What follows belongs to an exercise in optimizing a design on an open flow for small area and a short achievable clock period; a production flow would make more cautious choices.
In this exercise RTL edits were held to simulation tests only and were not proved equivalent to the original.

==> flow/design.v (outline; a module is shown in full before it is edited, if it fits) <==
// module gimbal_bilinear_servo_map: 4500 lines
module gimbal_bilinear_servo_map (
  input  wire                clk,
  input  wire                rst_n,
  input  wire                start,
  output logic               busy,
  input  wire  signed [15:0] in_pitch_setpoint,
  input  wire  signed [15:0] in_yaw_setpoint,
  output logic               out_valid,
  output logic signed [14:0] out_top_angle_raw,
  output logic signed [14:0] out_bottom_angle_raw,
  output logic        [6:0]  out_top_servo_cmd,
  output logic        [6:0]  out_bottom_servo_cmd,
  input  wire                cfg_valid,
  output logic               cfg_ready,
  input  wire         [0:0]  cfg_index,
  input  wire         [15:0] cfg_data
);
  // ...
==> flow/run.sh <==
#!/bin/bash
# synth_recipe.tcl (not shown) runs the flow's synth.tcl, then flattens the netlist and writes it again
# the make line also repeats each setting of config.mk as NAME=value (left out here)
make -C /OpenROAD-flow-scripts/flow DESIGN_CONFIG=/design/flow/config.mk WORK_HOME=/design/flow/orfs CLKGATE_MAP_FILE= SYNTH_SCRIPT=/design/flow/synth_recipe.tcl finish
==> flow/config.mk <==
export PLATFORM = sky130hd
export DESIGN_NAME = gimbal_bilinear_servo_map
export DESIGN_NICKNAME = gimbal_bilinear_servo_map
export VERILOG_FILES = /design/flow/design.v
export SDC_FILE = /design/flow/constraint.sdc
export NUM_CORES = 4
export LEC_CHECK = 0
export ABC_AREA = 1
export CAP_MARGIN = 40
export CORE_MARGIN = 2
export CORE_UTILIZATION = 60
export PLACE_DENSITY = 0.72
export SLEW_MARGIN = 20
==> flow/constraint.sdc <==
create_clock -name core_clock -period 11.0 [get_ports {clk}]
set_input_delay 2.2000 -clock core_clock [delete_from_list [all_inputs] [get_ports {clk}]]
set_output_delay 2.2000 -clock core_clock [all_outputs]
set_load 0.01 [all_outputs]
==> out/metrics.yaml, run 1 <==
postLayoutCoreUtil: 0.656
crit_type: "in2reg"
multi_input_area_um2: 26200
hp-start: "f_y[2]"
synth_mux_area_frac: 0.000731
fin_ws_ps: 6670
final_area_um2: 44300
vias_per_cell: 5.22
die_w_um: 266
cp.depth: 7
ys_top_cells_by_area: "fa_1 22%, dfxtp_1 22%, inv_1 12%"
num_tap_cells: 873
grt_max_degree: 54
ys_async_sr_fraction: 0
avgRoutedWirePerCell_um: 15.8
worstPathRequired_ps: 11510
slowest_stage: "clkdlybuf4s50_1"
status: "timing/DRC/antenna clean"
min_period_ps: 4330
layout-drive-gt1-share: 0.0303
largest_registers: "pitch_ofs_r (16), yaw_ofs_r (16)"
hold_buffers: 0
finalSetupTns_ps: 0
cp_max_fo: 21
synth_fp_nets: 6386
cts_buffer_depth: 3
cp.buffers_inverters: 3
synthFlopType: "dfxtp_1"
grt_pass1_vias: 33801
dr_wl_met2_mm: 49.0
maxCapViolCount: 0
seq-cell-share: 0.201
slew_viol_final: 0
==> run 2, diff against run 1 <==
--- a/flow/design.v
+++ b/flow/design.v
@@ -367,536 +367,54 @@
       6'd59: mod_hi = 3'd0;
       6'd60: mod_hi = 3'd1;
       6'd61: mod_hi = 3'd2;
       6'd62: mod_hi = 3'd3;
       6'd63: mod_hi = 3'd4;
       default: mod_hi = 'x;
     endcase
   endfunction
-  function automatic logic [5:0] div5l(input logic [7:0] a);
+  function automatic logic [2:0] div5t(input logic [5:0] a);
     case (a)
-      8'd0: div5l = 6'd0;
-      8'd1: div5l = 6'd0;
-      8'd2: div5l = 6'd0;
-      8'd3: div5l = 6'd0;
-      8'd4: div5l = 6'd0;
-      8'd5: div5l = 6'd1;
-      8'd6: div5l = 6'd1;
-      8'd7: div5l = 6'd1;
-      8'd8: div5l = 6'd1;
-      8'd9: div5l = 6'd1;
-      8'd10: div5l = 6'd2;
-      8'd11: div5l = 6'd2;
-      8'd12: div5l = 6'd2;
-      8'd13: div5l = 6'd2;
-      8'd14: div5l = 6'd2;
-      8'd15: div5l = 6'd3;
-      8'd16: div5l = 6'd3;
-      8'd17: div5l = 6'd3;
-      8'd18: div5l = 6'd3;
-      8'd19: div5l = 6'd3;
-      8'd20: div5l = 6'd4;
-      8'd21: div5l = 6'd4;
-      8'd22: div5l = 6'd4;
-      8'd23: div5l = 6'd4;
-      8'd24: div5l = 6'd4;
-      8'd25: div5l = 6'd5;
-      8'd26: div5l = 6'd5;
-      8'd27: div5l = 6'd5;
-      8'd28: div5l = 6'd5;
-      8'd29: div5l = 6'd5;
-      8'd30: div5l = 6'd6;
-      8'd31: div5l = 6'd6;
-      8'd32: div5l = 6'd6;
-      8'd33: div5l = 6'd6;
-      8'd34: div5l = 6'd6;
-      8'd35: div5l = 6'd7;
-      8'd36: div5l = 6'd7;
-      8'd37: div5l = 6'd7;
-      8'd38: div5l = 6'd7;
-      8'd39: div5l = 6'd7;
-      8'd40: div5l = 6'd8;
-      8'd41: div5l = 6'd8;
-      8'd42: div5l = 6'd8;
-      8'd43: div5l = 6'd8;
-      8'd44: div5l = 6'd8;
-      8'd45: div5l = 6'd9;
-      8'd46: div5l = 6'd9;
-      8'd47: div5l = 6'd9;
-      8'd48: div5l = 6'd9;
-      8'd49: div5l = 6'd9;
-      8'd50: div5l = 6'd10;
-      8'd51: div5l = 6'd10;
-      8'd52: div5l = 6'd10;
-      8'd53: div5l = 6'd10;
-      8'd54: div5l = 6'd10;
-      8'd55: div5l = 6'd11;
-      8'd56: div5l = 6'd11;
-      8'd57: div5l = 6'd11;
-      8'd58: div5l = 6'd11;
-      8'd59: div5l = 6'd11;
-      8'd60: div5l = 6'd12;
-      8'd61: div5l = 6'd12;
-      8'd62: div5l = 6'd12;
-      8'd63: div5l = 6'd12;
-      8'd64: div5l = 6'd12;
-      8'd65: div5l = 6'd13;
-      8'd66: div5l = 6'd13;
-      8'd67: div5l = 6'd13;
-      8'd68: div5l = 6'd13;
-      8'd69: div5l = 6'd13;
-      8'd70: div5l = 6'd14;
-      8'd71: div5l = 6'd14;
-      8'd72: div5l = 6'd14;
-      8'd73: div5l = 6'd14;
-      8'd74: div5l = 6'd14;
-      8'd75: div5l = 6'd15;
-      8'd76: div5l = 6'd15;
-      8'd77: div5l = 6'd15;
-      8'd78: div5l = 6'd15;
-      8'd79: div5l = 6'd15;
-      8'd80: div5l = 6'd16;
-      8'd81: div5l = 6'd16;
-      8'd82: div5l = 6'd16;
-      8'd83: div5l = 6'd16;
-      8'd84: div5l = 6'd16;
-      8'd85: div5l = 6'd17;
-      8'd86: div5l = 6'd17;
-      8'd87: div5l = 6'd17;
-      8'd88: div5l = 6'd17;
-      8'd89: div5l = 6'd17;
-      8'd90: div5l = 6'd18;
-      8'd91: div5l = 6'd18;
-      8'd92: div5l = 6'd18;
-      8'd93: div5l = 6'd18;
-      8'd94: div5l = 6'd18;
-      8'd95: div5l = 6'd19;
-      8'd96: div5l = 6'd19;
-      8'd97: div5l = 6'd19;
-      8'd98: div5l = 6'd19;
-      8'd99: div5l = 6'd19;
-      8'd100: div5l = 6'd20;
-      8'd101: div5l = 6'd20;
-      8'd102: div5l = 6'd20;
-      8'd103: div5l = 6'd20;
-      8'd104: div5l = 6'd20;
-      8'd105: div5l = 6'd21;
-      8'd106: div5l = 6'd21;
-      8'd107: div5l = 6'd21;
-      8'd108: div5l = 6'd21;
-      8'd109: div5l = 6'd21;
-      8'd110: div5l = 6'd22;
-      8'd111: div5l = 6'd22;
-      8'd112: div5l = 6'd22;
-      8'd113: div5l = 6'd22;
-      8'd114: div5l = 6'd22;
-      8'd115: div5l = 6'd23;
-      8'd116: div5l = 6'd23;
-      8'd117: div5l = 6'd23;
-      8'd118: div5l = 6'd23;
-      8'd119: div5l = 6'd23;
-      8'd120: div5l = 6'd24;
-      8'd121: div5l = 6'd24;
-      8'd122: div5l = 6'd24;
-      8'd123: div5l = 6'd24;
-      8'd124: div5l = 6'd24;
-      8'd125: div5l = 6'd25;
-      8'd126: div5l = 6'd25;
-      8'd127: div5l = 6'd25;
-      8'd128: div5l = 6'd25;
-      8'd129: div5l = 6'd25;
-      8'd130: div5l = 6'd26;
-      8'd131: div5l = 6'd26;
-      8'd132: div5l = 6'd26;
-      8'd133: div5l = 6'd26;
-      8'd134: div5l = 6'd26;
-      8'd135: div5l = 6'd27;
-      8'd136: div5l = 6'd27;
-      8'd137: div5l = 6'd27;
-      8'd138: div5l = 6'd27;
-      8'd139: div5l = 6'd27;
-      8'd140: div5l = 6'd28;
-      8'd141: div5l = 6'd28;
-      8'd142: div5l = 6'd28;
-      8'd143: div5l = 6'd28;
-      8'd144: div5l = 6'd28;
-      8'd145: div5l = 6'd29;
-      8'd146: div5l = 6'd29;
-      8'd147: div5l = 6'd29;
-      8'd148: div5l = 6'd29;
-      8'd149: div5l = 6'd29;
-      8'd150: div5l = 6'd30;
-      8'd151: div5l = 6'd30;
-      8'd152: div5l = 6'd30;
-      8'd153: div5l = 6'd30;
-      8'd154: div5l = 6'd30;
-      8'd155: div5l = 6'd31;
-      8'd156: div5l = 6'd31;
-      8'd157: div5l = 6'd31;
-      8'd158: div5l = 6'd31;
-      8'd159: div5l = 6'd31;
-      8'd160: div5l = 6'd32;
-      8'd161: div5l = 6'd32;
-      8'd162: div5l = 6'd32;
-      8'd163: div5l = 6'd32;
-      8'd164: div5l = 6'd32;
-      8'd165: div5l = 6'd33;
-      8'd166: div5l = 6'd33;
-      8'd167: div5l = 6'd33;
-      8'd168: div5l = 6'd33;
-      8'd169: div5l = 6'd33;
-      8'd170: div5l = 6'd34;
-      8'd171: div5l = 6'd34;
-      8'd172: div5l = 6'd34;
-      8'd173: div5l = 6'd34;
-      8'd174: div5l = 6'd34;
-      8'd175: div5l = 6'd35;
-      8'd176: div5l = 6'd35;
-      8'd177: div5l = 6'd35;
-      8'd178: div5l = 6'd35;
-      8'd179: div5l = 6'd35;
-      8'd180: div5l = 6'd36;
-      8'd181: div5l = 6'd36;
-      8'd182: div5l = 6'd36;
-      8'd183: div5l = 6'd36;
-      8'd184: div5l = 6'd36;
-      8'd185: div5l = 6'd37;
-      8'd186: div5l = 6'd37;
-      8'd187: div5l = 6'd37;
-      8'd188: div5l = 6'd37;
-      8'd189: div5l = 6'd37;
-      8'd190: div5l = 6'd38;
-      8'd191: div5l = 6'd38;
-      8'd192: div5l = 6'd38;
-      8'd193: div5l = 6'd38;
-      8'd194: div5l = 6'd38;
-      8'd195: div5l = 6'd39;
-      8'd196: div5l = 6'd39;
-      8'd197: div5l = 6'd39;
-      8'd198: div5l = 6'd39;
-      8'd199: div5l = 6'd39;
-      8'd200: div5l = 6'd40;
-      8'd201: div5l = 6'd40;
-      8'd202: div5l = 6'd40;
-      8'd203: div5l = 6'd40;
-      8'd204: div5l = 6'd40;
-      8'd205: div5l = 6'd41;
-      8'd206: div5l = 6'd41;
-      8'd207: div5l = 6'd41;
-      8'd208: div5l = 6'd41;
-      8'd209: div5l = 6'd41;
-      8'd210: div5l = 6'd42;
-      8'd211: div5l = 6'd42;
-      8'd212: div5l = 6'd42;
-      8'd213: div5l = 6'd42;
-      8'd214: div5l = 6'd42;
-      8'd215: div5l = 6'd43;
-      8'd216: div5l = 6'd43;
-      8'd217: div5l = 6'd43;
-      8'd218: div5l = 6'd43;
-      8'd219: div5l = 6'd43;
-      8'd220: div5l = 6'd44;
-      8'd221: div5l = 6'd44;
-      8'd222: div5l = 6'd44;
-      8'd223: div5l = 6'd44;
-      8'd224: div5l = 6'd44;
-      8'd225: div5l = 6'd45;
-      8'd226: div5l = 6'd45;
-      8'd227: div5l = 6'd45;
-      8'd228: div5l = 6'd45;
-      8'd229: div5l = 6'd45;
-      8'd230: div5l = 6'd46;
-      8'd231: div5l = 6'd46;
-      8'd232: div5l = 6'd46;
-      8'd233: div5l = 6'd46;
-      8'd234: div5l = 6'd46;
-      8'd235: div5l = 6'd47;
-      8'd236: div5l = 6'd47;
-      8'd237: div5l = 6'd47;
-      8'd238: div5l = 6'd47;
-      8'd239: div5l = 6'd47;
-      8'd240: div5l = 6'd48;
-      8'd241: div5l = 6'd48;
-      8'd242: div5l = 6'd48;
-      8'd243: div5l = 6'd48;
-      8'd244: div5l = 6'd48;
-      8'd245: div5l = 6'd49;
-      8'd246: div5l = 6'd49;
-      8'd247: div5l = 6'd49;
-      8'd248: div5l = 6'd49;
-      8'd249: div5l = 6'd49;
-      8'd250: div5l = 6'd50;
-      8'd251: div5l = 6'd50;
-      8'd252: div5l = 6'd50;
-      8'd253: div5l = 6'd50;
-      8'd254: div5l = 6'd50;
-      8'd255: div5l = 6'd51;
-      default: div5l = '0;
-    endcase
-  endfunction
-  function automatic logic [2:0] mod5l(input logic [7:0] a);
-    case (a)
-      8'd0: mod5l = 3'd0;
-      8'd1: mod5l = 3'd1;
-      8'd2: mod5l = 3'd2;
-      8'd3: mod5l = 3'd3;
-      8'd4: mod5l = 3'd4;
-      8'd5: mod5l = 3'd0;
-      8'd6: mod5l = 3'd1;
-      8'd7: mod5l = 3'd2;
-      8'd8: mod5l = 3'd3;
-      8'd9: mod5l = 3'd4;
-      8'd10: mod5l = 3'd0;
-      8'd11: mod5l = 3'd1;
-      8'd12: mod5l = 3'd2;
-      8'd13: mod5l = 3'd3;
-      8'd14: mod5l = 3'd4;
-      8'd15: mod5l = 3'd0;
-      8'd16: mod5l = 3'd1;
-      8'd17: mod5l = 3'd2;
-      8'd18: mod5l = 3'd3;
-      8'd19: mod5l = 3'd4;
-      8'd20: mod5l = 3'd0;
-      8'd21: mod5l = 3'd1;
-      8'd22: mod5l = 3'd2;
-      8'd23: mod5l = 3'd3;
-      8'd24: mod5l = 3'd4;
-      8'd25: mod5l = 3'd0;
-      8'd26: mod5l = 3'd1;
-      8'd27: mod5l = 3'd2;
-      8'd28: mod5l = 3'd3;
-      8'd29: mod5l = 3'd4;
-      8'd30: mod5l = 3'd0;
-      8'd31: mod5l = 3'd1;
-      8'd32: mod5l = 3'd2;
-      8'd33: mod5l = 3'd3;
-      8'd34: mod5l = 3'd4;
-      8'd35: mod5l = 3'd0;
-      8'd36: mod5l = 3'd1;
-      8'd37: mod5l = 3'd2;
-      8'd38: mod5l = 3'd3;
-      8'd39: mod5l = 3'd4;
-      8'd40: mod5l = 3'd0;
-      8'd41: mod5l = 3'd1;
-      8'd42: mod5l = 3'd2;
-      8'd43: mod5l = 3'd3;
-      8'd44: mod5l = 3'd4;
-      8'd45: mod5l = 3'd0;
-      8'd46: mod5l = 3'd1;
-      8'd47: mod5l = 3'd2;
-      8'd48: mod5l = 3'd3;
-      8'd49: mod5l = 3'd4;
-      8'd50: mod5l = 3'd0;
-      8'd51: mod5l = 3'd1;
-      8'd52: mod5l = 3'd2;
-      8'd53: mod5l = 3'd3;
-      8'd54: mod5l = 3'd4;
-      8'd55: mod5l = 3'd0;
-      8'd56: mod5l = 3'd1;
-      8'd57: mod5l = 3'd2;
-      8'd58: mod5l = 3'd3;
-      8'd59: mod5l = 3'd4;
-      8'd60: mod5l = 3'd0;
-      8'd61: mod5l = 3'd1;
-      8'd62: mod5l = 3'd2;
-      8'd63: mod5l = 3'd3;
-      8'd64: mod5l = 3'd4;
-      8'd65: mod5l = 3'd0;
-      8'd66: mod5l = 3'd1;
-      8'd67: mod5l = 3'd2;
-      8'd68: mod5l = 3'd3;
-      8'd69: mod5l = 3'd4;
-      8'd70: mod5l = 3'd0;
-      8'd71: mod5l = 3'd1;
-      8'd72: mod5l = 3'd2;
-      8'd73: mod5l = 3'd3;
-      8'd74: mod5l = 3'd4;
-      8'd75: mod5l = 3'd0;
-      8'd76: mod5l = 3'd1;
-      8'd77: mod5l = 3'd2;
-      8'd78: mod5l = 3'd3;
-      8'd79: mod5l = 3'd4;
-      8'd80: mod5l = 3'd0;
-      8'd81: mod5l = 3'd1;
-      8'd82: mod5l = 3'd2;
-      8'd83: mod5l = 3'd3;
-      8'd84: mod5l = 3'd4;
-      8'd85: mod5l = 3'd0;
-      8'd86: mod5l = 3'd1;
-      8'd87: mod5l = 3'd2;
-      8'd88: mod5l = 3'd3;
-      8'd89: mod5l = 3'd4;
-      8'd90: mod5l = 3'd0;
-      8'd91: mod5l = 3'd1;
-      8'd92: mod5l = 3'd2;
-      8'd93: mod5l = 3'd3;
-      8'd94: mod5l = 3'd4;
-      8'd95: mod5l = 3'd0;
-      8'd96: mod5l = 3'd1;
-      8'd97: mod5l = 3'd2;
-      8'd98: mod5l = 3'd3;
-      8'd99: mod5l = 3'd4;
-      8'd100: mod5l = 3'd0;
-      8'd101: mod5l = 3'd1;
-      8'd102: mod5l = 3'd2;
-      8'd103: mod5l = 3'd3;
-      8'd104: mod5l = 3'd4;
-      8'd105: mod5l = 3'd0;
-      8'd106: mod5l = 3'd1;
-      8'd107: mod5l = 3'd2;
-      8'd108: mod5l = 3'd3;
-      8'd109: mod5l = 3'd4;
-      8'd110: mod5l = 3'd0;
-      8'd111: mod5l = 3'd1;
-      8'd112: mod5l = 3'd2;
-      8'd113: mod5l = 3'd3;
-      8'd114: mod5l = 3'd4;
-      8'd115: mod5l = 3'd0;
-      8'd116: mod5l = 3'd1;
-      8'd117: mod5l = 3'd2;
-      8'd118: mod5l = 3'd3;
-      8'd119: mod5l = 3'd4;
-      8'd120: mod5l = 3'd0;
-      8'd121: mod5l = 3'd1;
-      8'd122: mod5l = 3'd2;
-      8'd123: mod5l = 3'd3;
-      8'd124: mod5l = 3'd4;
-      8'd125: mod5l = 3'd0;
-      8'd126: mod5l = 3'd1;
-      8'd127: mod5l = 3'd2;
-      8'd128: mod5l = 3'd3;
-      8'd129: mod5l = 3'd4;
-      8'd130: mod5l = 3'd0;
-      8'd131: mod5l = 3'd1;
-      8'd132: mod5l = 3'd2;
-      8'd133: mod5l = 3'd3;
-      8'd134: mod5l = 3'd4;
-      8'd135: mod5l = 3'd0;
-      8'd136: mod5l = 3'd1;
-      8'd137: mod5l = 3'd2;
-      8'd138: mod5l = 3'd3;
-      8'd139: mod5l = 3'd4;
-      8'd140: mod5l = 3'd0;
-      8'd141: mod5l = 3'd1;
-      8'd142: mod5l = 3'd2;
-      8'd143: mod5l = 3'd3;
-      8'd144: mod5l = 3'd4;
-      8'd145: mod5l = 3'd0;
-      8'd146: mod5l = 3'd1;
-      8'd147: mod5l = 3'd2;
-      8'd148: mod5l = 3'd3;
-      8'd149: mod5l = 3'd4;
-      8'd150: mod5l = 3'd0;
-      8'd151: mod5l = 3'd1;
-      8'd152: mod5l = 3'd2;
-      8'd153: mod5l = 3'd3;
-      8'd154: mod5l = 3'd4;
-      8'd155: mod5l = 3'd0;
-      8'd156: mod5l = 3'd1;
-      8'd157: mod5l = 3'd2;
-      8'd158: mod5l = 3'd3;
-      8'd159: mod5l = 3'd4;
-      8'd160: mod5l = 3'd0;
-      8'd161: mod5l = 3'd1;
-      8'd162: mod5l = 3'd2;
-      8'd163: mod5l = 3'd3;
-      8'd164: mod5l = 3'd4;
-      8'd165: mod5l = 3'd0;
-      8'd166: mod5l = 3'd1;
-      8'd167: mod5l = 3'd2;
-      8'd168: mod5l = 3'd3;
-      8'd169: mod5l = 3'd4;
-      8'd170: mod5l = 3'd0;
-      8'd171: mod5l = 3'd1;
-      8'd172: mod5l = 3'd2;
-      8'd173: mod5l = 3'd3;
-      8'd174: mod5l = 3'd4;
-      8'd175: mod5l = 3'd0;
-      8'd176: mod5l = 3'd1;
-      8'd177: mod5l = 3'd2;
-      8'd178: mod5l = 3'd3;
-      8'd179: mod5l = 3'd4;
-      8'd180: mod5l = 3'd0;
-      8'd181: mod5l = 3'd1;
-      8'd182: mod5l = 3'd2;
-      8'd183: mod5l = 3'd3;
-      8'd184: mod5l = 3'd4;
-      8'd185: mod5l = 3'd0;
-      8'd186: mod5l = 3'd1;
-      8'd187: mod5l = 3'd2;
-      8'd188: mod5l = 3'd3;
-      8'd189: mod5l = 3'd4;
-      8'd190: mod5l = 3'd0;
-      8'd191: mod5l = 3'd1;
-      8'd192: mod5l = 3'd2;
-      8'd193: mod5l = 3'd3;
-      8'd194: mod5l = 3'd4;
-      8'd195: mod5l = 3'd0;
-      8'd196: mod5l = 3'd1;
-      8'd197: mod5l = 3'd2;
-      8'd198: mod5l = 3'd3;
-      8'd199: mod5l = 3'd4;
-      8'd200: mod5l = 3'd0;
-      8'd201: mod5l = 3'd1;
-      8'd202: mod5l = 3'd2;
-      8'd203: mod5l = 3'd3;
-      8'd204: mod5l = 3'd4;
-      8'd205: mod5l = 3'd0;
-      8'd206: mod5l = 3'd1;
-      8'd207: mod5l = 3'd2;
-      8'd208: mod5l = 3'd3;
-      8'd209: mod5l = 3'd4;
-      8'd210: mod5l = 3'd0;
-      8'd211: mod5l = 3'd1;
-      8'd212: mod5l = 3'd2;
-      8'd213: mod5l = 3'd3;
-      8'd214: mod5l = 3'd4;
-      8'd215: mod5l = 3'd0;
-      8'd216: mod5l = 3'd1;
-      8'd217: mod5l = 3'd2;
-      8'd218: mod5l = 3'd3;
-      8'd219: mod5l = 3'd4;
-      8'd220: mod5l = 3'd0;
-      8'd221: mod5l = 3'd1;
-      8'd222: mod5l = 3'd2;
-      8'd223: mod5l = 3'd3;
-      8'd224: mod5l = 3'd4;
-      8'd225: mod5l = 3'd0;
-      8'd226: mod5l = 3'd1;
-      8'd227: mod5l = 3'd2;
-      8'd228: mod5l = 3'd3;
-      8'd229: mod5l = 3'd4;
-      8'd230: mod5l = 3'd0;
-      8'd231: mod5l = 3'd1;
-      8'd232: mod5l = 3'd2;
-      8'd233: mod5l = 3'd3;
-      8'd234: mod5l = 3'd4;
-      8'd235: mod5l = 3'd0;
-      8'd236: mod5l = 3'd1;
-      8'd237: mod5l = 3'd2;
-      8'd238: mod5l = 3'd3;
-      8'd239: mod5l = 3'd4;
-      8'd240: mod5l = 3'd0;
-      8'd241: mod5l = 3'd1;
-      8'd242: mod5l = 3'd2;
-      8'd243: mod5l = 3'd3;
-      8'd244: mod5l = 3'd4;
-      8'd245: mod5l = 3'd0;
-      8'd246: mod5l = 3'd1;
-      8'd247: mod5l = 3'd2;
-      8'd248: mod5l = 3'd3;
-      8'd249: mod5l = 3'd4;
-      8'd250: mod5l = 3'd0;
-      8'd251: mod5l = 3'd1;
-      8'd252: mod5l = 3'd2;
-      8'd253: mod5l = 3'd3;
-      8'd254: mod5l = 3'd4;
-      8'd255: mod5l = 3'd0;
-      default: mod5l = '0;
+      6'd0: div5t = 3'd0;
+      6'd1: div5t = 3'd0;
+      6'd2: div5t = 3'd0;
+      6'd3: div5t = 3'd0;
+      6'd4: div5t = 3'd0;
+      6'd5: div5t = 3'd1;
+      6'd6: div5t = 3'd1;
+      6'd7: div5t = 3'd1;
+      6'd8: div5t = 3'd1;
+      6'd9: div5t = 3'd1;
+      6'd10: div5t = 3'd2;
+      6'd11: div5t = 3'd2;
+      6'd12: div5t = 3'd2;
+      6'd13: div5t = 3'd2;
+      6'd14: div5t = 3'd2;
+      6'd15: div5t = 3'd3;
+      6'd16: div5t = 3'd3;
+      6'd17: div5t = 3'd3;
+      6'd18: div5t = 3'd3;
+      6'd19: div5t = 3'd3;
+      6'd20: div5t = 3'd4;
+      6'd21: div5t = 3'd4;
+      6'd22: div5t = 3'd4;
+      6'd23: div5t = 3'd4;
+      6'd24: div5t = 3'd4;
+      6'd25: div5t = 3'd5;
+      6'd26: div5t = 3'd5;
+      6'd27: div5t = 3'd5;
+      6'd28: div5t = 3'd5;
+      6'd29: div5t = 3'd5;
+      6'd30: div5t = 3'd6;
+      6'd31: div5t = 3'd6;
+      6'd32: div5t = 3'd6;
+      6'd33: div5t = 3'd6;
+      6'd34: div5t = 3'd6;
+      default: div5t = 'x;
     endcase
   endfunction
   function automatic logic [7:0] x51(input logic [2:0] a);
     case (a)
       3'd0: x51 = 8'd0;
       3'd1: x51 = 8'd51;
       3'd2: x51 = 8'd102;
       3'd3: x51 = 8'd153;
@@ -924,68 +442,130 @@
     end
   end
   logic [5:0] vld_r;
   always_ff @(posedge clk) begin
     if (!rst_n) vld_r <= '0;
     else        vld_r <= {vld_r[4:0], start & ~busy_r};
   end
   assign out_valid = vld_r[5];
-  logic [0:0] lo_p;
-  always_ff @(posedge clk) lo_p <= in_pitch_setpoint < -16'sd5120;
-  logic [0:0] hi_p;
-  always_ff @(posedge clk) hi_p <= in_pitch_setpoint > 16'sd5120;
-  logic [3:0] iu_p;
-  always_ff @(posedge clk) iu_p <= idx_hi(in_pitch_setpoint[13:8]);
-  logic [2:0] hmu_p;
-  always_ff @(posedge clk) hmu_p <= mod_hi(in_pitch_setpoint[13:8]);
-  logic [5:0] q5u_p;
-  always_ff @(posedge clk) q5u_p <= div5l(in_pitch_setpoint[7:0]);
-  logic [2:0] m5u_p;
-  always_ff @(posedge clk) m5u_p <= mod5l(in_pitch_setpoint[7:0]);
-  logic cl_p;
-  logic [3:0] i_p;
-  logic [2:0] hm_p, m5_p;
-  logic [5:0] q5_p;
+  logic lo_p, hi_p, cl_p;
+  assign lo_p = in_pitch_setpoint < -16'sd5120;
+  assign hi_p = in_pitch_setpoint > 16'sd5120;
   assign cl_p = lo_p | hi_p;
-  assign i_p  = lo_p ? 4'd0 : hi_p ? 4'd8 : iu_p;
-  assign hm_p = cl_p ? 3'd0 : hmu_p;
-  assign q5_p = cl_p ? 6'd0 : q5u_p;
-  assign m5_p = cl_p ? 3'd0 : m5u_p;
-  logic [3:0] m5s_p;
-  assign m5s_p = 4'(m5_p) + 4'(hm_p);
+  logic [3:0] i_p;
+  always_ff @(posedge clk) i_p <= lo_p ? 4'd0 : hi_p ? 4'd8 : idx_hi(in_pitch_setpoint[13:8]);
+  logic [2:0] hm_p;
+  always_ff @(posedge clk) hm_p <= cl_p ? 3'd0 : mod_hi(in_pitch_setpoint[13:8]);
+  logic [3:0] la_p;
+  always_ff @(posedge clk) la_p <= cl_p ? 4'd0 : in_pitch_setpoint[7:4];
+  logic [4:0] ls_p;
+  always_ff @(posedge clk) ls_p <= cl_p ? 5'd0 : 5'(in_pitch_setpoint[7:4]) + 5'(in_pitch_setpoint[3:0]);
+  logic [5:0] t_p;
+  logic [7:0] x51_p;
+  logic [2:0] ft_p;
+  logic up_s0;
+  logic up_c1;
+  logic up_s2;
+  logic up_c3;
+  logic up_s4;
+  logic up_c5;
+  logic up_s6;
+  logic up_c7;
+  logic up_s8;
+  logic up_c9;
+  logic up_s10;
+  logic up_c11;
+  logic up_s12;
+  logic up_c13;
+  logic up_s14;
+  logic up_c15;
+  logic [7:0] fs_p;
+  assign t_p = 6'(ls_p) + 6'(hm_p);
+  assign x51_p = x51(hm_p);
+  assign ft_p = div5t(t_p);
+  assign up_s0 = ft_p[1] ^ la_p[0];
+  assign up_c1 = ft_p[1] & la_p[0];
+  assign up_s2 = ft_p[2] ^ la_p[1] ^ la_p[2];
+  assign up_c3 = (ft_p[2] & la_p[1]) | (ft_p[2] & la_p[2]) | (la_p[1] & la_p[2]);
+  assign up_s4 = la_p[2] ^ la_p[3];
+  assign up_c5 = la_p[2] & la_p[3];
+  assign up_s6 = ft_p[0] ^ la_p[0];
+  assign up_c7 = ft_p[0] & la_p[0];
+  assign up_s8 = la_p[1] ^ x51_p[1] ^ up_s0;
+  assign up_c9 = (la_p[1] & x51_p[1]) | (la_p[1] & up_s0) | (x51_p[1] & up_s0);
+  assign up_s10 = x51_p[2] ^ up_s2 ^ up_c1;
+  assign up_c11 = (x51_p[2] & up_s2) | (x51_p[2] & up_c1) | (up_s2 & up_c1);
+  assign up_s12 = x51_p[3] ^ up_s4 ^ up_c3;
+  assign up_c13 = (x51_p[3] & up_s4) | (x51_p[3] & up_c3) | (up_s4 & up_c3);
+  assign up_s14 = la_p[3] ^ x51_p[4] ^ up_c5;
+  assign up_c15 = (la_p[3] & x51_p[4]) | (la_p[3] & up_c5) | (x51_p[4] & up_c5);
+  assign fs_p = {x51_p[7], x51_p[6], up_c15, up_c13, up_c11, up_c9, up_c7, up_s6} + {1'b0, 1'b0, x51_p[5], up_s14, up_s12, up_s10, up_s8, x51_p[0]};
   logic [7:0] f_p;
-  always_ff @(posedge clk) f_p <= x51(hm_p) + 8'(q5_p) + 8'(m5s_p >= 4'd5);
+  always_ff @(posedge clk) f_p <= fs_p;
+  logic [3:0] ic_p;
+  assign ic_p = i_p;
   logic [3:0] i2_p;
   always_ff @(posedge clk) i2_p <= i_p;
-  logic [0:0] lo_y;
-  always_ff @(posedge clk) lo_y <= in_yaw_setpoint < -16'sd5120;
-  logic [0:0] hi_y;
-  always_ff @(posedge clk) hi_y <= in_yaw_setpoint > 16'sd5120;
-  logic [3:0] iu_y;
-  always_ff @(posedge clk) iu_y <= idx_hi(in_yaw_setpoint[13:8]);
-  logic [2:0] hmu_y;
-  always_ff @(posedge clk) hmu_y <= mod_hi(in_yaw_setpoint[13:8]);
-  logic [5:0] q5u_y;
-  always_ff @(posedge clk) q5u_y <= div5l(in_yaw_setpoint[7:0]);
-  logic [2:0] m5u_y;
-  always_ff @(posedge clk) m5u_y <= mod5l(in_yaw_setpoint[7:0]);
-  logic cl_y;
-  logic [3:0] i_y;
-  logic [2:0] hm_y, m5_y;
-  logic [5:0] q5_y;
+  logic lo_y, hi_y, cl_y;
+  assign lo_y = in_yaw_setpoint < -16'sd5120;
+  assign hi_y = in_yaw_setpoint > 16'sd5120;
   assign cl_y = lo_y | hi_y;
-  assign i_y  = lo_y ? 4'd0 : hi_y ? 4'd8 : iu_y;
-  assign hm_y = cl_y ? 3'd0 : hmu_y;
-  assign q5_y = cl_y ? 6'd0 : q5u_y;
-  assign m5_y = cl_y ? 3'd0 : m5u_y;
-  logic [3:0] m5s_y;
-  assign m5s_y = 4'(m5_y) + 4'(hm_y);
+  logic [3:0] i_y;
+  always_ff @(posedge clk) i_y <= lo_y ? 4'd0 : hi_y ? 4'd8 : idx_hi(in_yaw_setpoint[13:8]);
+  logic [2:0] hm_y;
+  always_ff @(posedge clk) hm_y <= cl_y ? 3'd0 : mod_hi(in_yaw_setpoint[13:8]);
+  logic [3:0] la_y;
+  always_ff @(posedge clk) la_y <= cl_y ? 4'd0 : in_yaw_setpoint[7:4];
+  logic [4:0] ls_y;
+  always_ff @(posedge clk) ls_y <= cl_y ? 5'd0 : 5'(in_yaw_setpoint[7:4]) + 5'(in_yaw_setpoint[3:0]);
+  logic [5:0] t_y;
+  logic [7:0] x51_y;
+  logic [2:0] ft_y;
+  logic uy_s0;
+  logic uy_c1;
+  logic uy_s2;
+  logic uy_c3;
+  logic uy_s4;
+  logic uy_c5;
+  logic uy_s6;
+  logic uy_c7;
+  logic uy_s8;
+  logic uy_c9;
+  logic uy_s10;
+  logic uy_c11;
+  logic uy_s12;
+  logic uy_c13;
+  logic uy_s14;
+  logic uy_c15;
+  logic [7:0] fs_y;
+  assign t_y = 6'(ls_y) + 6'(hm_y);
+  assign x51_y = x51(hm_y);
+  assign ft_y = div5t(t_y);
+  assign uy_s0 = ft_y[1] ^ la_y[0];
+  assign uy_c1 = ft_y[1] & la_y[0];
+  assign uy_s2 = ft_y[2] ^ la_y[1] ^ la_y[2];
+  assign uy_c3 = (ft_y[2] & la_y[1]) | (ft_y[2] & la_y[2]) | (la_y[1] & la_y[2]);
+  assign uy_s4 = la_y[2] ^ la_y[3];
+  assign uy_c5 = la_y[2] & la_y[3];
+  assign uy_s6 = ft_y[0] ^ la_y[0];
+  assign uy_c7 = ft_y[0] & la_y[0];
+  assign uy_s8 = la_y[1] ^ x51_y[1] ^ uy_s0;
+  assign uy_c9 = (la_y[1] & x51_y[1]) | (la_y[1] & uy_s0) | (x51_y[1] & uy_s0);
+  assign uy_s10 = x51_y[2] ^ uy_s2 ^ uy_c1;
+  assign uy_c11 = (x51_y[2] & uy_s2) | (x51_y[2] & uy_c1) | (uy_s2 & uy_c1);
+  assign uy_s12 = x51_y[3] ^ uy_s4 ^ uy_c3;
+  assign uy_c13 = (x51_y[3] & uy_s4) | (x51_y[3] & uy_c3) | (uy_s4 & uy_c3);
+  assign uy_s14 = la_y[3] ^ x51_y[4] ^ uy_c5;
+  assign uy_c15 = (la_y[3] & x51_y[4]) | (la_y[3] & uy_c5) | (x51_y[4] & uy_c5);
+  assign fs_y = {x51_y[7], x51_y[6], uy_c15, uy_c13, uy_c11, uy_c9, uy_c7, uy_s6} + {1'b0, 1'b0, x51_y[5], uy_s14, uy_s12, uy_s10, uy_s8, x51_y[0]};
   logic [7:0] f_y;
-  always_ff @(posedge clk) f_y <= x51(hm_y) + 8'(q5_y) + 8'(m5s_y >= 4'd5);
+  always_ff @(posedge clk) f_y <= fs_y;
+  logic [3:0] ic_y;
+  assign ic_y = i_y;
   logic [3:0] i2_y;
   always_ff @(posedge clk) i2_y <= i_y;
   logic [7:0] yf3;
   always_ff @(posedge clk) yf3 <= f_y;
   logic [7:0] yf4;
   always_ff @(posedge clk) yf4 <= yf3;
   logic m1, m2;
   logic [2:0] r1;
--- a/flow/config.mk
+++ b/flow/config.mk
@@ -4,10 +4,11 @@
 export VERILOG_FILES = /design/flow/design.v
 export SDC_FILE = /design/flow/constraint.sdc
 export NUM_CORES = 4
 export LEC_CHECK = 0
 export ABC_AREA = 1
 export CAP_MARGIN = 40
 export CORE_MARGIN = 2
 export CORE_UTILIZATION = 60
+export CTS_BUF_LIST = sky130_fd_sc_hd__clkbuf_4 sky130_fd_sc_hd__clkbuf_8
 export PLACE_DENSITY = 0.72
 export SLEW_MARGIN = 20
==> run 2 against run 1 <==
  * Sequential share of layout area rose by 0.65 points
  * Register-to-register slack got worse by 330 ps
  * Critical endpoint is now g_b_3[6]
  * Flip-flop and latch count fell by 4
  * Final area fell by 4.0%
  * Critical path type is now reg2reg
  * Highest routed layer unchanged
  * Core utilization rose by 0.24 points
  * Via count fell by 7.3%
  * Clock skew rose by 4.6 ps
==> out/metrics.yaml, run 2 <==
synth_cells: 5072  # was 5522
ys_warn_count: 1  # unchanged
antenna_found_initial: 4  # was 1
avgRoutedWirePerCell_um: 15.6  # was 15.8 um
post_cts.repair.setup_buffers: 0  # unchanged
status: "timing/DRC/antenna clean"  # unchanged
fmax_ghz: 0.227  # was 0.231 GHz
tightest_slew_ps: 836  # was 862 ps
timing.rr.start: "i2_p[0]"  # was hi_y
ys_top_cells_by_area: "fa_1 23%, dfxtp_1 23%, inv_1 12%"  # was fa_1 22%, dfxtp_1 22%, inv_1 12%
r2r_slack_ps: 6590  # was 6920 ps
grt_usage: 0.288  # was 0.295
hp-class: "reg2reg"  # unchanged
finalSetupTns_ps: 0  # unchanged
synth_fp_nets: 5950  # was 6386
cp_max_fo: 32  # was 21
rsz0062_at_grt: "false"  # unchanged
root_buffer: "clkbuf_8"  # was clkbuf_16
cts_buffers: 77  # was 50
gp_congestion: 0.953  # was 0.966
wl_mm: 94.0  # was 101 mm
largest_registers: "pitch_ofs_r (16), yaw_ofs_r (16)"  # unchanged
whs_path_depth: 0  # unchanged
clk_pin_slew_ps: 70  # was 60 ps
final_area_um2: 42600  # was 44300 um2
start_util: 0.607  # was 0.609
synthTopCellsByCount: "1304 x inv_1, 1073 x nand2_1, 458 x fa_1"  # was 1357 x inv_1, 1242 x nand2_1, 450 x fa_1
fin_crit_sh: 0.401  # was 0.393
insertion_delay_ps: 660  # was 610 ps
cts.sinks: 441  # was 445
cts_max_level: 3  # was 2
dp_cells: 5888  # was 6323
die_w_um: 260  # was 266 um
hpwlAfterDp_mm: 73.8  # was 79.6 mm
critPathArrivalTime_ps: 4960  # was 4840 ps
io_buffers: 98  # unchanged
yosysSeqAreaShare: 0.225  # was 0.217
hp-start: "a_t[5]"  # was f_y[2]
design.die.area_um2: 67400  # was 70600 um2
reg2regPathDepth: 17  # was 16
crit_type: "reg2reg"  # was in2reg
layout-drive-gt1-share: 0.0432  # was 0.0303
final_cell_mix: "1304 x inv_1, 1073 x nand2_1, 458 x fa_1, 441 x dfxtp_1, 367 x ha_1"  # was 1357 x inv_1, 1242 x nand2_1, 450 x fa_1, 445 x dfxtp_1, 361 x ha_1
slew_viol_final: 0  # unchanged
start_kind: "flop"  # was input pin
nNetsFinal: 5991  # was 6367
synth_edf_count: 0  # unchanged
reg2reg_to: "g_b_3[6]"  # was dh1_b_v[4]
hold_buffers: 0  # unchanged
min_period_ps: 4410  # was 4330 ps
fill_cells: 5755  # was 6053
syn2layout_area_growth_pct: 8.46  # was 7.84%
tritoncts: "built"  # unchanged
relSlewSlack: 0.442  # was 0.424
fin_cells: 6026  # was 6416
grt_max_degree: 57  # was 54
via_count: 31035  # was 33484
hold_ws_ps: 312  # was 320 ps
vias_per_cell: 5.15  # was 5.22
worstPathRequired_ps: 11540  # was 11510 ps
gr-total-overflow: 0  # unchanged
ys_ff_latch: 441  # was 445
final-hold-violation-count: 0  # unchanged
setup_viol: 0  # unchanged
synth.most_common_cell: "inv_1"  # unchanged
grt_pass1_vias: 31249  # was 33801
drt_pre_antenna_iters: 5  # was 6
synth_top_area_cell: "fa_1"  # unchanged
dpl_cell_area_um2: 40800  # was 42600 um2
cts_buffer_depth: 3  # unchanged
drtIter0Drc: 2049  # was 2030
drc: 0  # unchanged
critPathCaptureType: "flop"  # unchanged
crit_path_start: "i2_p[0]"  # was in_yaw_setpoint[5]
clock_skew_ps: 29.4  # was 24.8 ps
layout_commonest_cell: "inv_1"  # unchanged
maxCapViolCount: 0  # unchanged
synth_top_cell_area_share: 0.234  # was 0.219
syn_area_um2: 39200  # was 41100 um2
dieHeight_um: 260  # was 266 um
min_to: "a_t_5[5]"  # was yf3[2]
postLayoutCoreUtil: 0.659  # was 0.656
ant_nets: 0  # unchanged
ioPinCount: 100  # unchanged
synthFlopType: "dfxtp_1"  # unchanged
coreArea_um2: 64600  # was 67500 um2
rows: 93  # was 95
postCtsResizedCells: 0  # unchanged
grt_pass1_wl_mm: 156  # was 170 mm
ys_async_sr_fraction: 0  # unchanged
syn_area_per_cell_um2: 7.73  # was 7.44 um2
yosysUniqueCellTypes: 56  # was 62
## run 2: cell types whose count changed after synthesis, sizes merged, moves of 11 or more
cell / previous run / this run
clkbuf: 145 / 120
a21oi: 232 / 220
nor2: 271 / 237
o311ai: 11 / 0
o21ai: 319 / 219
xor2: 72 / 85
nand3: 240 / 196
nand2: 1257 / 1089
o211ai: 50 / 35
inv: 1370 / 1313
## run 2: cells by family (layout without fill, tap and decap cells)
| kind of cell | Yosys count | in the layout | synth area share |
|---|---|---|---|
| and+or+nand+nor | 1604 | 1604 | 0.167 |
| buffers and inverters | 1491 | 1587 | 0.145 |
| adders and majority gates | 825 | 825 | 0.351 |
| AOI/OAI and AO/OA | 592 | 592 | 0.0849 |
| DFF | 441 | 441 | 0.225 |
| xor gates and xnor gates | 117 | 117 | 0.0266 |
| other | 1 | 4 | 0.0000956 |
| muxes | 1 | 1 | 0.000287 |
## run 2: metal layers
| layer | global-route usage | vias up | wire length, um |
|---|---|---|---|
| li1 | - | 15302 | - |
| met4 | 0.119 | 2 | 3750 |
| met1 | 0.370 | 14538 | 40200 |
| met3 | 0.0373 | 208 | 5350 |
| met5 | 0 | - | 8 |
| met2 | 0.490 | 985 | 44700 |
## run 2: how the worst max path moves through the flow
stage | to | slack [ps] | depth (start not counted)
after floorplan | f_p[7] | 7200 | 18
after global placement | g_b_3[6] | 5630 | 16
after detailed placement | ls_p[2] | 6540 | 7
after CTS | g_b_3[6] | 6700 | 17
after global routing | g_t_3[6] | 6230 | 19
final | g_b_3[6] | 6590 | 17
## run 2: final cells by class
cell class / count / area (um2) / area share
antenna: 3 / 7.51 / 0.000176
clock buffer: 108 / 1390 / 0.0327
clock inverter: 26 / 304 / 0.00715
inverter: 1318 / 4950 / 0.116
multi-input combinational: 3140 / 24700 / 0.581
sequential: 441 / 8830 / 0.207
tap: 855 / 1070 / 0.0251
timing repair buffer: 135 / 1300 / 0.0305
## run 2: worst max-delay path, cell delays in order, from the launching register on
cell,delay (ps)
dfxtp_1,870
inv_2,400
ha_1,430
inv_2,140
nand2_1,70
nand2_1,90
nand2_2,90
nand2_4,330
nand2_1,110
o21ai_2,70
buf_4,290
inv_2,200
nor2_1,420
buf_4,260
inv_1,60
nor2_1,170
a21boi_1,110
xor2_1,150
## run 2: through the flow
step | worst slack, ps
floorplan | 7200
global placement | 5630
detailed placement | 6540
CTS | 6700
global route | 6230
finish | 6590
==> run 3, diff against run 2 <==
==> flow/flow/run.sh (new file) <==
#!/bin/bash
# Own layout flow: the standard flow, with one extra step between synthesis and
# floorplan. polar.py removes the inverters that Yosys's full-adder extraction leaves
# between adders, choosing each full adder's polarity (fa(~a,~b,~c) = ~fa(a,b,c)).
# Registers, ports and all other cells are kept as synthesis made them.
set -euo pipefail
WORK=$(pwd)
R="$WORK/orfs/results/${FLOW_PLATFORM:-sky130hd}/gimbal_bilinear_servo_map/base"
bash standard.sh synth > "$WORK/synth.log" 2>&1
cp "$R/1_2_yosys.v" "$WORK/synth_netlist.v"
python3 "$WORK/flow/polar.py" "$WORK/synth_netlist.v" "$WORK/polar_netlist.v" > "$WORK/polar.log" 2>&1
cp "$WORK/polar_netlist.v" "$R/1_2_yosys.v"
rm -f "$R/1_synth.odb" "$R/1_synth.sdc"
bash standard.sh > "$WORK/layout.log" 2>&1
==> flow/flow/polar.py (new file) <==
#!/usr/bin/env python3
"""Inverter clean-up for a flat sky130hd gate netlist written by Yosys.

The full adders that Yosys extracts often come with an inverter in front of an input or
behind an output.  A full adder with every input complemented gives complemented outputs
(fa(~a, ~b, ~c) = (~s, ~co)), so each full adder may be used in either polarity.  This script
removes all plain inverters, picks a polarity for every full adder that needs the fewest
inverters, swaps a few two-input gates for their complement (nand2/and2, nor2/or2,
xor2/xnor2) where that saves an inverter, and puts back one shared inverter per signal that
still needs its complement.  Registers, ports and every other cell are left as they are.

usage: polar.py IN.v OUT.v
"""
import re
import sys
from collections import defaultdict

LIB = 'sky130_fd_sc_hd__'
OUT_PINS = {'X', 'Y', 'Q', 'Q_N', 'SUM', 'COUT', 'HI', 'LO'}
SWAP = {'nand2_1': ('and2_1', 'X'), 'and2_1': ('nand2_1', 'Y'),
        'nor2_1': ('or2_1', 'X'), 'or2_1': ('nor2_1', 'Y'),
        'xor2_1': ('xnor2_1', 'Y'), 'xnor2_1': ('xor2_1', 'X')}
AREA = {'inv_1': 3.7536, 'nand2_1': 3.7536, 'and2_1': 6.256, 'nor2_1': 3.7536, 'or2_1': 6.256,
        'xor2_1': 8.7584, 'xnor2_1': 8.7584}
INV_COST = AREA['inv_1']


def parse(text):
    m = re.search(r'\bmodule\s+(\w+)\s*\((.*?)\);(.*)\bendmodule', text, re.S)
    name, body = m.group(1), m.group(3)
    header = text[:m.start(3)]
    cells = []
    decls = []
    assigns = []
    pos = 0
    stmt_re = re.compile(r'\s*(.*?);', re.S)
    while True:
        mm = stmt_re.match(body, pos)
        if not mm:
            break
        st = mm.group(1).strip()
        pos = mm.end()
        if not st:
            continue
        if st.startswith(LIB):
            cm = re.match(r'(\S+)\s+(\S+)\s*\((.*)\)\s*$', st, re.S)
            typ, inst, pins = cm.group(1), cm.group(2), cm.group(3)
            conns = {}
            for pm in re.finditer(r'\.(\w+)\s*\(\s*(.*?)\s*\)\s*(?:,|$)', pins, re.S):
                conns[pm.group(1)] = pm.group(2).strip()
            cells.append([typ, inst, conns])
        elif st.startswith('assign'):
            assigns.append(st)
        else:
            decls.append(st)
    return name, header, decls, assigns, cells


def norm(n):
    return n.strip()


def main():
    src, dst = sys.argv[1], sys.argv[2]
    text = open(src).read()
    name, header, decls, assigns, cells = parse(text)
    ports = set()
    for d in decls:
        if d.startswith('input') or d.startswith('output'):
            for p in re.split(r'[,\s]+', re.sub(r'^(input|output)\s*(\[[^\]]*\])?', '', d)):
                if p:
                    ports.add(p)
    frozen = set()
    for a in assigns:
        for tok in re.findall(r"(\\\S+|[A-Za-z_][\w$]*(?:\s*\[\d+\])?)", a[len('assign'):]):
            frozen.add(tok.strip())
    # drivers and loads
    driver = {}
    loads = defaultdict(list)
    for ci, (typ, inst, conns) in enumerate(cells):
        for p, n in conns.items():
            n = norm(n)
            if p in OUT_PINS:
                driver[n] = (ci, p)
            else:
                loads[n].append((ci, p))

    def base_name(n):
        return re.sub(r'\s*\[\d+\]$', '', n)

    def is_port(n):
        return base_name(n) in ports or n in ports

    def short(t):
        return t[len(LIB):] if t.startswith(LIB) else t

    # inverters that can be removed: plain inv cells whose input and output are internal
    # nets (no port, no assign)
    removable = set()
    for ci, (typ, inst, conns) in enumerate(cells):
        if short(typ).startswith('inv_') and 'A' in conns and 'Y' in conns:
            a, y = norm(conns['A']), norm(conns['Y'])
            if is_port(a) or is_port(y) or a in frozen or y in frozen:
                continue
            removable.add(ci)
    # signal classes: follow removable inverter chains back to a root net
    root = {}

    def find_root(n):
        pol = 0
        seen = 0
        while n in driver and driver[n][0] in removable:
            ci = driver[n][0]
            n = norm(cells[ci][2]['A'])
            pol ^= 1
            seen += 1
            if seen > 1000:
                raise RuntimeError('inverter loop')
        return n, pol

    # each consumer pin (not a removable inverter) needs (root, polarity)
    need = []  # (ci, pin, root, pol)
    for n, ls in loads.items():
        r, pol = find_root(n)
        for ci, p in ls:
            if ci in removable:
                continue
            need.append((ci, p, r, pol))
    # roots that are ports or frozen: no inverter removal possible there unless the port is
    # the root (an input port is a fine root, we just drive its complement with a new inverter)
    fa_cells = [ci for ci, c in enumerate(cells) if short(c[0]).startswith('fa_') and ci not in removable]
    fa_set = set(fa_cells)
    # output net of cells that are roots
    # flip[ci] for full adders; swapped[ci] for swappable gates
    flip = {ci: 0 for ci in fa_cells}
    swapped = {}
    # per root: produced polarity = flip of its driver if it is an FA output (else 0)
    root_driver = {}
    for ci, (typ, inst, conns) in enumerate(cells):
        if ci in removable:
            continue
        for p, n in conns.items():
            if p in OUT_PINS:
                root_driver[norm(n)] = (ci, p)
    # consumer requirements per root, with FA consumers flipping their need
    cons = defaultdict(list)   # root -> list of (ci, pin, pol)
    for ci, p, r, pol in need:
        cons[r].append((ci, p, pol))
    outputs_of = defaultdict(list)  # fa ci -> roots it drives
    inputs_of = defaultdict(list)   # fa ci -> roots it reads
    for r, lst in cons.items():
        for ci, p, pol in lst:
            if ci in fa_set:
                inputs_of[ci].append(r)
    for r, (ci, p) in root_driver.items():
        if ci in fa_set:
            outputs_of[ci].append(r)
    swappable_root = {}
    for r, (ci, p) in root_driver.items():
        s = short(cells[ci][0])
        if s in SWAP and r not in frozen and not is_port(r):
            swappable_root[r] = ci

    def root_cost(r):
        drv = root_driver.get(r)
        prod = flip[drv[0]] if drv and drv[0] in fa_set else 0
        wants = set()
        for ci, p, pol in cons[r]:
            w = pol ^ (flip[ci] if ci in fa_set else 0)
            wants.add(w ^ prod)   # 1: consumer needs the complement of what is produced
        if 1 not in wants:
            return 0.0
        if 0 not in wants and r in swappable_root:
            s = short(cells[swappable_root[r]][0])
            return AREA[SWAP[s][0]] - AREA[s]
        return INV_COST

    def local(ci):
        rs = set(inputs_of[ci]) | set(outputs_of[ci])
        return sum(root_cost(r) for r in rs)

    total0 = sum(root_cost(r) for r in cons)
    improved = True
    it = 0
    while improved and it < 50:
        improved = False
        it += 1
        for ci in fa_cells:
            before = local(ci)
            flip[ci] ^= 1
            after = local(ci)
            if after < before - 1e-9:
                improved = True
            else:
                flip[ci] ^= 1
    total1 = sum(root_cost(r) for r in cons)
    # rebuild
    new_cells = []
    extra_decl = []
    ninv = 0
    comp_net = {}

    def complement_net(r):
        nonlocal ninv
        if r not in comp_net:
            nn = f'_pol{ninv}_'
            ninv += 1
            extra_decl.append(f'wire {nn}')
            comp_net[r] = nn
            new_cells.append([LIB + 'inv_1', f'_polinv{ninv}_', {'A': r, 'Y': nn}])
        return comp_net[r]

    conn_override = {}  # (ci, pin) -> net
    cell_type = {}
    for r in cons:
        drv = root_driver.get(r)
        prod = flip[drv[0]] if drv and drv[0] in fa_set else 0
        wants = {}
        for ci, p, pol in cons[r]:
            w = pol ^ (flip[ci] if ci in fa_set else 0) ^ prod
            wants[(ci, p)] = w
        need_comp = any(wants.values())
        all_comp = all(wants.values())
        if need_comp and all_comp and r in swappable_root:
            sci = swappable_root[r]
            s = short(cells[sci][0])
            cell_type[sci] = SWAP[s]
            for k in wants:
                conn_override[k] = r
            continue
        for k, w in wants.items():
            conn_override[k] = complement_net(r) if w else r
    for ci, (typ, inst, conns) in enumerate(cells):
        if ci in removable:
            continue
        c2 = dict(conns)
        for p in list(c2):
            if (ci, p) in conn_override:
                c2[p] = conn_override[(ci, p)]
        if ci in cell_type:
            nt, outp = cell_type[ci]
            oldout = [p for p in c2 if p in OUT_PINS][0]
            net = c2.pop(oldout)
            c2[outp] = net
            typ = LIB + nt
        new_cells.append([typ, inst, c2])
    # output
    out = [header.rstrip() + '\n']
    for d in decls:
        out.append(f'  {d} ;\n')
    for d in extra_decl:
        out.append(f'  {d} ;\n')
    for typ, inst, conns in new_cells:
        pins = ',\n'.join(f'    .{p}({n} )' for p, n in conns.items())
        out.append(f'  {typ} {inst} (\n{pins}\n  );\n')
    for a in assigns:
        out.append(f'  {a} ;\n')
    out.append('endmodule\n')
    open(dst, 'w').write(''.join(out))
    area_inv_before = sum(1 for ci in removable) * INV_COST
    print(f'removable inverters {len(removable)} ({area_inv_before:.0f} um2); cost before flips '
          f'{total0:.0f}, after {total1:.0f}; new inverters {ninv}; swaps {len(cell_type)}; '
          f'full adders flipped {sum(flip.values())}/{len(fa_cells)}')


if __name__ == '__main__':
    main()
==> flow/standard.sh (new file) <==
#!/bin/bash
# synth_recipe.tcl (not shown) runs the flow's synth.tcl, then flattens the netlist and writes it again
# the make line also repeats each setting of config.mk as NAME=value (left out here)
make -C /OpenROAD-flow-scripts/flow DESIGN_CONFIG=/design/flow/config.mk WORK_HOME=/design/flow/orfs CLKGATE_MAP_FILE= SYNTH_SCRIPT=/design/flow/synth_recipe.tcl "${@:-finish}"
--- a/flow/config.mk
+++ b/flow/config.mk
@@ -9,6 +9,5 @@
 export CAP_MARGIN = 40
 export CORE_MARGIN = 2
 export CORE_UTILIZATION = 60
-export CTS_BUF_LIST = sky130_fd_sc_hd__clkbuf_4 sky130_fd_sc_hd__clkbuf_8
 export PLACE_DENSITY = 0.72
 export SLEW_MARGIN = 20
removed: flow/run.sh
==> run 3 against run 2 <==
  * Die area down 6.7%
  * Routed wire length down 4.4%
  * Worst hold slack better by 5.5 ps
  * Global-route usage up 0.28 points
  * Clock skew down 3.3 ps
  * Area after synthesis down 6.8%
==> out/metrics.yaml, run 3 <==
status: "timing/DRC/antenna clean"  # unchanged
r2r_slack_ps: 6560  # was 6590 ps
grt_max_degree: 57  # unchanged
insertion_delay_ps: 590  # was 660 ps
syn2layout_area_growth_pct: 8.85  # was 8.46%
layout_commonest_cell: "nand2_1"  # was inv_1
maxCapViolCount: 0  # unchanged
ys_warn_count: 1  # unchanged
grt_pass1_wl_mm: 147  # was 156 mm
cp_top_family: "buffers and inverters"  # unchanged
gp_congestion: 0.992  # was 0.953
wl_mm: 89.9  # was 94.0 mm
dr.max_layer_used: "met4"  # was met5
ioPinCount: 100  # unchanged
reg2regPathDepth: 17  # unchanged
cp.buffers_inverters: 6  # unchanged
vias_per_cell: 5.60  # was 5.15
design.die.area_um2: 62900  # was 67400 um2
fmax_ghz: 0.225  # was 0.227 GHz
root_buffer: "clkbuf_16"  # was clkbuf_8
synth_fp_nets: 5111  # was 5950
rsz0062_at_grt: "false"  # unchanged
nNetsFinal: 5124  # was 5991
dp_cells: 4975  # was 5888
setup_viol: 0  # unchanged
postCtsResizedCells: 0  # unchanged
wl_met3_mm: 5.05  # was 5.35 mm
drc: 0  # unchanged
cp.depth: 17  # unchanged
cts_max_level: 2  # was 3
cts_buffers: 50  # was 77
antenna_found_initial: 0  # was 4
min_period_ps: 4440  # was 4410 ps
largest_registers: "pitch_ofs_r (16), yaw_ofs_r (16)"  # unchanged
io_buffers: 98  # unchanged
grt_pass1_vias: 28391  # was 31249
rows: 90  # was 93
finalSetupTns_ps: 0  # unchanged
crit_type: "reg2reg"  # unchanged
cts_buffer_depth: 3  # unchanged
crit_end: "g_b_3[6]"  # unchanged
worstPathCellList: "inv_1 > ha_1 > inv_1 > nand2_1 > nand2_1 > nand2_2 > nand2_4 > nand2_1 > o21ai_2 > buf_4 > inv_1 > nor2_1 > buf_4 > inv_1 > nor2_1 > a21boi_1 > xor2_1"  # was inv_2 > ha_1 > inv_2 > nand2_1 > nand2_1 > nand2_2 > nand2_4 > nand2_1 > o21ai_2 > buf_4 > inv_2 > nor2_1 > buf_4 > inv_1 > nor2_1 > a21boi_1 > xor2_1
clk_pin_slew_ps: 60  # was 70 ps
grt_usage: 0.291  # was 0.288
dr_wl_met2_mm: 43.2  # was 44.7 mm
gr-total-overflow: 0  # unchanged
critPathArrivalTime_ps: 4880  # was 4960 ps
slowest_stage: "dfxtp_1"  # unchanged
crit_top_cell: "inv_1"
tritoncts: "built"  # unchanged
synth_cells: 4233  # was 5072
slew_viol_final: 0  # unchanged
via_count: 28354  # was 31035
final-hold-violation-count: 0  # unchanged
clock_skew_ps: 26.1  # was 29.4 ps
start_util: 0.606  # was 0.607
drt_pre_antenna_iters: 6  # was 5
cts.sinks: 441  # unchanged
wl_met1_mm: 38.5  # was 40.2 mm
timing.rr.start: "i2_p[0]"  # unchanged
cp_max_fo: 32  # unchanged
hold_buffers: 0  # unchanged
avgRoutedWirePerCell_um: 17.8  # was 15.6 um
ant_nets: 0  # unchanged
relSlewSlack: 0.427  # was 0.442
cpPeakStageDelay_ps: 770  # was 870 ps
dieHeight_um: 251  # was 260 um
coreArea_um2: 60400  # was 64600 um2
syn_area_per_cell_um2: 8.64  # was 7.73 um2
diodes: 0  # was 3
hp-class: "reg2reg"  # unchanged
fin_crit_sh: 0.403  # was 0.401
final_cell_mix: "886 x nand2_1, 474 x inv_1, 458 x fa_1, 440 x dfxtp_1, 367 x ha_1"  # was 1304 x inv_1, 1073 x nand2_1, 458 x fa_1, 441 x dfxtp_1, 367 x ha_1
worstPathRequired_ps: 11440  # was 11540 ps
fin_cells: 5064  # was 6026
critPathCaptureType: "flop"  # unchanged
drtIter0Drc: 2058  # was 2049
die_w_um: 251  # was 260 um
hpwlAfterDp_mm: 70.5  # was 73.8 mm
reg2reg_to: "g_b_3[6]"  # unchanged
post_cts.repair.setup_buffers: 0  # unchanged
layout-drive-gt1-share: 0.0376  # was 0.0432
crit_path_start: "i2_p[0]"  # unchanged
tightest_slew_ps: 858  # was 836 ps
start_kind: "flop"  # unchanged
syn_area_um2: 36600  # was 39200 um2
run 3: how the worst min path moves through the flow:
stage                 start  depth (start not counted)   endpoint  slack (ps)
floorplan            a_b[0]                          0   a_b_5[0]         310
global placement     f_y[3]                          0     yf3[3]         310
detailed placement   f_y[2]                          0     yf3[2]         310
CTS                 a_t[11]                          0  a_t_5[11]         320
global route        a_t[11]                          0  a_t_5[11]         320
finish              a_t[11]                          0  a_t_5[11]         320
run 3: through the flow:
step / utilization / setup WS (ps) / hold slack (ps) / instance area [um2]
3_5_place_dp: 0.631 / 6540 / 312 / 38100
5_1_grt: 0.659 / 6260 / 323 / 39800
4_1_cts: 0.659 / 6690 / 320 / 39800
6_report: 0.659 / 6560 / 317 / 39800
3_3_place_gp: 0.629 / 6280 / 310 / 38000
2_1_floorplan: - / 7240 / 310 / 36600
run 3: layer usage:
metal  vias to the layer above  global-route usage
met4                         0               0.101
met1                     13654               0.387
met5                         -                   0
li1                      13553                   -
met2                       987               0.493
met3                       160              0.0339
run 3: final cells by class:
class                   count  area (um2)
repair buffers            134        1290
multi-input cells        3140       25200
clock buffers              65        1390
fillers                  5060       20600
well taps                 782         978
flip-flops and latches    441        8830
inverters                 479        1800
clock inverters            23         330

[afterwards: timing with drivers on the ports]
In the flow no input, the clock included, has a driving cell. The finished layouts below were timed again as built, in two steps. Step 1 (the two cells are an assumption about what drives the block):
set clk [get_ports {clk}]
set_driving_cell -lib_cell sky130_fd_sc_hd__clkbuf_16 $clk
set_driving_cell -lib_cell sky130_fd_sc_hd__buf_2 [delete_from_list [all_inputs] $clk]
Step 2 also shifts input and output timing later by t, the mid clock arrival at the registers, as if the neighbouring blocks saw the same clock. a / b / c = no drivers / after step 1 / after step 2; a / b = the first two.
run	t (ns)	setup WS [ns]	cell pins on the clock port's net
run 1	0.657	6.673 / 6.704 / 6.047	1
run 2	0.705	6.587 / 6.587 / 6.468	1
run 3	0.649	6.563 / 6.563 / 6.520	1
After both steps every run listed still meets setup and hold. The setup slack of run 1, which loses most, moves by +0.031 ns with the drivers and by -0.626 ns with both steps.
